This is an optimization exercise on Yosys and OpenROAD, whose aim is small area, not a production implementation. Only simulation tests tie the RTL to the original design; equivalence was not proved. No activity file was given, so power comes from the tool's default toggle rates.

===== flow/run.sh =====
#!/bin/bash
# synth_recipe.tcl (not shown) runs the flow's synth.tcl, then flattens the netlist and writes it again
# the make line also repeats each setting of config.mk as NAME=value (left out here)
make -C /OpenROAD-flow-scripts/flow DESIGN_CONFIG=/design/flow/config.mk WORK_HOME=/design/flow/orfs CLKGATE_MAP_FILE= SYNTH_SCRIPT=/design/flow/synth_recipe.tcl finish

===== flow/config.mk =====
export PLATFORM = sky130hd
export DESIGN_NAME = register_file_scoreboard
export DESIGN_NICKNAME = register_file_scoreboard
export VERILOG_FILES = /design/flow/design.v
export SDC_FILE = /design/flow/constraint.sdc
export NUM_CORES = 4
export LEC_CHECK = 0
export CAP_MARGIN = 20
export CORE_AREA = 10 10 390 390
export DIE_AREA = 0 0 400 400
export SLEW_MARGIN = 20

===== flow/constraint.sdc =====
create_clock -name core_clock -period 8.0 [get_ports {Clk}]
set_input_delay 1.6000 -clock core_clock [delete_from_list [all_inputs] [get_ports {Clk}]]
set_output_delay 1.6000 -clock core_clock [all_outputs]
set_load 0.01 [all_outputs]

===== flow/design.v =====
package regfile_pkg;
   localparam int DEFAULT_DATA_WIDTH     = 32;
   localparam int DEFAULT_ADDR_WIDTH     = 5;
   localparam int DEFAULT_NUM_READ_PORTS = 2;
   localparam int ZERO_IDX = 0;
   function automatic int popcount_width(input int addr_width);
      popcount_width = addr_width + 1;
   endfunction
endpackage
module reg_scoreboard #(
   parameter int ADDR_WIDTH = regfile_pkg::DEFAULT_ADDR_WIDTH,
   parameter int ZERO_REG   = 1
) (
   input  logic                                clk,
   input  logic                                rst,
   input  logic [ADDR_WIDTH-1:0]               issue_reg,
   input  logic                                sig_issue,
   input  logic                                flush,
   input  logic [ADDR_WIDTH-1:0]               write_reg,
   input  logic                                sig_reg_write,
   output logic [(2**ADDR_WIDTH)-1:0]          busy,
   output logic                                issue_ready,
   output logic [regfile_pkg::popcount_width(ADDR_WIDTH)-1:0] busy_count
);
   localparam int NUM_REGS = 2**ADDR_WIDTH;
   localparam int CW       = regfile_pkg::popcount_width(ADDR_WIDTH);
   logic [NUM_REGS-1:0] busy_q, busy_d;
   logic [CW-1:0]       count_q, count_d;
   logic                issue_is_zero;
   logic                accept;
   assign issue_is_zero = (ZERO_REG != 0) && (issue_reg == ADDR_WIDTH'(regfile_pkg::ZERO_IDX));
   assign issue_ready   = !busy_q[issue_reg] || issue_is_zero;
   assign accept        = sig_issue && issue_ready && !flush;
   always_comb begin
      busy_d = busy_q;
      if (sig_reg_write) begin
         busy_d[write_reg] = 1'b0;
      end
      if (accept && !issue_is_zero) begin
         busy_d[issue_reg] = 1'b1;
      end
      if (flush) begin
         busy_d = '0;
      end
   end
   always_comb begin
      count_d = '0;
      for (int i = 0; i < NUM_REGS; i++) begin
         count_d = count_d + CW'(busy_d[i]);
      end
   end
   always_ff @(posedge clk or posedge rst) begin
      if (rst) begin
         busy_q  <= '0;
         count_q <= '0;
      end else begin
         busy_q  <= busy_d;
         count_q <= count_d;
      end
   end
   assign busy       = busy_q;
   assign busy_count = count_q;
endmodule
module register_file_scoreboard #(
   parameter int DATA_WIDTH     = regfile_pkg::DEFAULT_DATA_WIDTH,
   parameter int ADDR_WIDTH     = regfile_pkg::DEFAULT_ADDR_WIDTH,
   parameter int NUM_READ_PORTS = regfile_pkg::DEFAULT_NUM_READ_PORTS,
   parameter int ZERO_REG       = 1
) (
   input  logic                                   Clk,
   input  logic                                   Reset,
   input  logic [NUM_READ_PORTS*ADDR_WIDTH-1:0]   Read_Register,
   output logic [NUM_READ_PORTS*DATA_WIDTH-1:0]   Read_Data,
   output logic [NUM_READ_PORTS-1:0]              Read_Busy,
   input  logic [ADDR_WIDTH-1:0]                  Write_Register,
   input  logic [DATA_WIDTH-1:0]                  Write_Data,
   input  logic                                   Sig_Reg_Write,
   input  logic [ADDR_WIDTH-1:0]                  Issue_Register,
   input  logic                                   Sig_Issue,
   output logic                                   Issue_Ready,
   input  logic                                   Flush,
   output logic [regfile_pkg::popcount_width(ADDR_WIDTH)-1:0]  Busy_Count
);
   localparam int NUM_REGS = 2**ADDR_WIDTH;
   logic [NUM_REGS-1:0][DATA_WIDTH-1:0] regs_q;
   logic [NUM_REGS-1:0][DATA_WIDTH-1:0] regs_d;
   logic [NUM_REGS-1:0]   busy;
   logic                  writable;
   assign writable = Sig_Reg_Write &&
                     !((ZERO_REG != 0) && (Write_Register == ADDR_WIDTH'(regfile_pkg::ZERO_IDX)));
   always_comb begin
      regs_d = regs_q;
      if (writable) begin
         regs_d[Write_Register] = Write_Data;
      end
   end
   always_ff @(posedge Clk or posedge Reset) begin
      if (Reset) begin
         regs_q <= '0;
      end else begin
         regs_q <= regs_d;
      end
   end
   for (genvar p = 0; p < NUM_READ_PORTS; p++) begin : g_read
      logic [ADDR_WIDTH-1:0] idx;
      logic                  idx_zero;
      logic                  fwd_hit;
      assign idx      = Read_Register[p*ADDR_WIDTH +: ADDR_WIDTH];
      assign idx_zero = (ZERO_REG != 0) && (idx == ADDR_WIDTH'(regfile_pkg::ZERO_IDX));
      assign fwd_hit  = writable && (Write_Register == idx);
      assign Read_Data[p*DATA_WIDTH +: DATA_WIDTH] =
         idx_zero ? '0 : (fwd_hit ? Write_Data : regs_q[idx]);
      assign Read_Busy[p] = busy[idx] && !fwd_hit && !idx_zero;
   end
   reg_scoreboard #(
      .ADDR_WIDTH (ADDR_WIDTH),
      .ZERO_REG   (ZERO_REG)
   ) u_scoreboard (
      .clk           (Clk),
      .rst           (Reset),
      .issue_reg     (Issue_Register),
      .sig_issue     (Sig_Issue),
      .flush         (Flush),
      .write_reg     (Write_Register),
      .sig_reg_write (Sig_Reg_Write),
      .busy          (busy),
      .issue_ready   (Issue_Ready),
      .busy_count    (Busy_Count)
   );
endmodule

==> impl_metrics.py <==
metrics = {
    "run_status": {
        "status": "no timing/DRC/antenna violations",
    },
    "synthesis": {
        "synth-seq-cells": 1062,
        "syn_area_sq_mm": 0.0579,
        "ys.flop_type": "dfrtp_1",
        "synth-seq-area-share_pct": 45.9,
        "syn_nets": 3995,
        "avgSynthCellArea_sq_um": 14.9,
        "synth_cell_types": 57,
        "async_reset_ff_share_pct": 100,
        "syn_inst": 3898,
        "synth-edff-count": 0,
        "synth_warnings": 2,
    },
    "routing": {
        "first_pass_iters": 7,
        "drt-total-wl_microns": 195000,
        "vias_per_cell": 6.43,
        "vias": 38000,
        "wl_per_cell_microns": 32.9,
        "ant_nets": 0,
        "drc_errors": 0,
        "drt_iter0_drc": 3655,
    },
    "clock_network": {
        "clk_pin_slew_worst_paths_ns": 0.06,
        "ctsLongestPathBuffers": 3,
        "htreeDepth": 3,
        "cts_sinks": 1062,
        "cts_tree": "yes",
        "clock_latency_ns": 0.74,
        "cts_buffers": 116,
        "cts_setup_buffers": 0,
        "ctsHoldBuffers": 0,
        "cts.repair.resized": 0,
        "cts-root-buf": "clkbuf_16",
    },
    "timing": {
        "finalCriticalPeriod_ns": 7.35,
        "fmax_mhz": 136,
        "setup-violations-final": 0,
        "period_share_pct": 91.9,
        "slew_violations": 0,
        "whs_ns": 0.395,
        "fin_tns_setup_ns": 0,
        "worst_slew_pin_slew_ns": 1.22,
        "relSlewSlack_pct": 18.7,
        "rsz0062_at_grt": "false",
        "finalHoldViolCount": 0,
        "fin_skew_ns": 0.0118,
    },
    "global_route": {
        "grt_max_degree": 164,
        "grt_antenna_before_repair": 17,
        "overflow": 0,
        "grt_pass1_vias": 39000,
        "grt_usage_pct": 24.2,
        "grt_pass1_wl_microns": 284000,
    },
    "floorplanning": {
        "rows": 139,
        "start_util_pct": 40.4,
        "fp.dieW_microns": 400,
        "io_pins": 130,
        "core_area_sq_mm": 0.143,
        "die_y_microns": 400,
        "die-area_sq_mm": 0.160,
    },
    "placement": {
        "port_buffers": 129,
        "placed_area_sq_mm": 0.0620,
        "hpwl_microns": 117000,
        "dp_cells": 5692,
        "gp_congestion": 0.891,
    },
    "power": {
        "clockPowerShare_pct": 33.3,
        "p_leak_nw": 28.7,
        "power.density_mw_per_mm2": 266,
        "seqPwrFrac_pct": 43.5,
        "switching_power_mw": 4.84,
        "power.internal_mw": 12.8,
        "power_frac_comb_pct": 23.2,
        "switching_share_pct": 27.5,
        "irDropWorstVdd_uv": 201,
    },
    "worst_setup_path": {
        "rrSetupSlack_ns": 1.82,
        "cp.arrival_ns": 8.01,
        "end_kind": "flip-flop",
        "crit_type": "in2reg",
        "cp_data_required_time_ns": 8.65,
        "start_kind": "primary input",
        "cp_max_fo": 4,
    },
    "cells_and_area": {
        "final_cell_area_sq_mm": 0.0662,
        "fin_nets": 4005,
        "final_cell_mix": "dfrtp_1 (1062), mux2_2 (993), mux4_2 (536)",
        "syn_to_final_growth_pct": 14.2,
        "final_common_cell": "dfrtp_1",
        "final_cells": 5914,
        "drive_above_1_share_pct": 51.1,
    },
    "worst_hold_path": {
        "hold_path_class": "reg2reg",
    },
    "job": {
        "drv_cap": 0,
    },
}
==> through the flow <==
stage | setup WS, ns | util (%) | power (mW)
floorplan | -8.25 | - | 10.6
global placement | -0.101 | 43.2 | 11.6
detailed placement | -0.0799 | 43.2 | 11.8
CTS | 0.647 | 46.1 | 17.7
global route | 0.390 | 46.1 | 18.4
finish | 0.646 | 46.1 | 17.6
==> worst paths after layout <==
path	startpoint	end	depth (start not counted)
setup / recovery	Write_Register[0]	u_scoreboard.count_q[4]	23
hold / removal	regs_q[26]	regs_q[26]	0
setup reg to reg	u_scoreboard.busy_q[13]	u_scoreboard.count_q[4]	20
hold reg to reg	regs_q[26]	regs_q[26]	0
max in group asynchronous	Reset	regs_q[905]	4
min in group asynchronous	Reset	regs_q[45]	2
==> worst max-delay path: stages <==
cell             delay, ns
clkdlybuf4s50_1       0.49
inv_1                 0.06
ha_1                  0.20
nor2b_1               0.14
nor2b_1               0.14
ha_1                  0.32
and2_1                0.20
a311oi_1              0.36
a31o_2                0.18
ha_1                  0.23
inv_1                 0.07
fa_1                  0.43
fa_1                  0.53
fa_1                  0.44
fa_1                  0.52
fa_1                  0.43
fa_1                  0.51
fa_1                  0.16
inv_1                 0.06
fa_1                  0.44
a21o_1                0.19
a21oi_1               0.17
xnor2_1               0.14
==> routing by layer <==
| layer | track usage (%) | share of wire [%] | vias up |
|---|---|---|---|
| met3 | 6.18 | 8.6 | 346 |
| met5 | 0 | 0.031 | - |
| met2 | 37.3 | 46 | 1571 |
| met1 | 33.6 | 42 | 20800 |
| met4 | 7.55 | 3.1 | 8 |
| li1 | - | - | 15300 |
==> power groups by stage <==
stage          Clock (mW)  Sequential [mW]  Combinational, mW
2_1_floorplan           0             7.44               3.13
3_3_place_gp            0             7.62               4.00
3_5_place_dp            0             7.70               4.08
4_1_cts              5.96             7.61               4.09
5_1_grt              6.19             7.83               4.36
6_report             5.87             7.65               4.08
==> cell usage after synthesis (18+ instances only) <==
library cell	instances	area, sq um
buf_2	76	380
nor2b_1	19	119
a31oi_1	21	131
a211oi_1	64	480
buf_1	93	349
mux2_2	993	11200
inv_1	61	229
mux4_2	536	12100
dfrtp_1	1062	26600
clkbuf_1	282	1060
a31o_2	29	254
fa_1	24	480
nand2_1	48	180
a22o_1	60	526
a311oi_1	20	175
mux2i_1	86	861
a22oi_1	116	871
o22ai_1	63	394
nor2_1	18	67.6
nand3_1	77	385
==> sequential cells by signal, indices dropped and copies added, names as in the netlist <==
register              cells
regs_q                 1024
u_scoreboard.busy_q      32
u_scoreboard.count_q      6
==> final cells by class <==
| class | instances | area [sq um] |
|---|---|---|
| Clock buffer | 164 | 3400 |
| Timing Repair Buffer | 344 | 3240 |
| Antenna cell | 4 | 10.0 |
| Tap cell | 1903 | 2380 |
| Sequential cell | 1062 | 26600 |
| Inverter | 63 | 241 |
| Clock inverter | 53 | 762 |
| Multi-Input combinational cell | 2321 | 29600 |
| Fill cell | 12600 | 77300 |
==> kinds of logic after synthesis <==
family | share of synthesized area [%]
adder cells (fa/ha/maj) | 1.17
AO/OA/AOI/OAI | 5.46
AND/OR/NAND/NOR | 2.10
multiplexers | 41.6
flip-flops | 45.9
buffers and inverters | 3.50
XOR/XNOR | 0.257

## separate check: timing with driven ports
The results above use ideal ports. As a check the final layout listed here was re-extracted and re-timed, cells and wires unchanged. Step 1 assumes that a clkbuf_16 drives the clock port and a buf_2 every other input. Step 2 also shifts input and output timing later by t, the mid clock arrival at the registers, as if the neighbouring blocks saw the same clock. Slacks: ideal / step 1 / step 2; pairs: ideal / step 1.
t, ns: 0.812
setup WS [ns]: 0.646 / 0.692 / -0.121
hold slack, ns: 0.395 / 0.395 / 0.395
worst setup path after step 2: input to register
pins driven straight from the clock port: 1
Met with ideal ports but missed after step 2: setup timing in this run. The setup slack of this run moves by +0.046 ns with the drivers and by -0.767 ns with both steps.
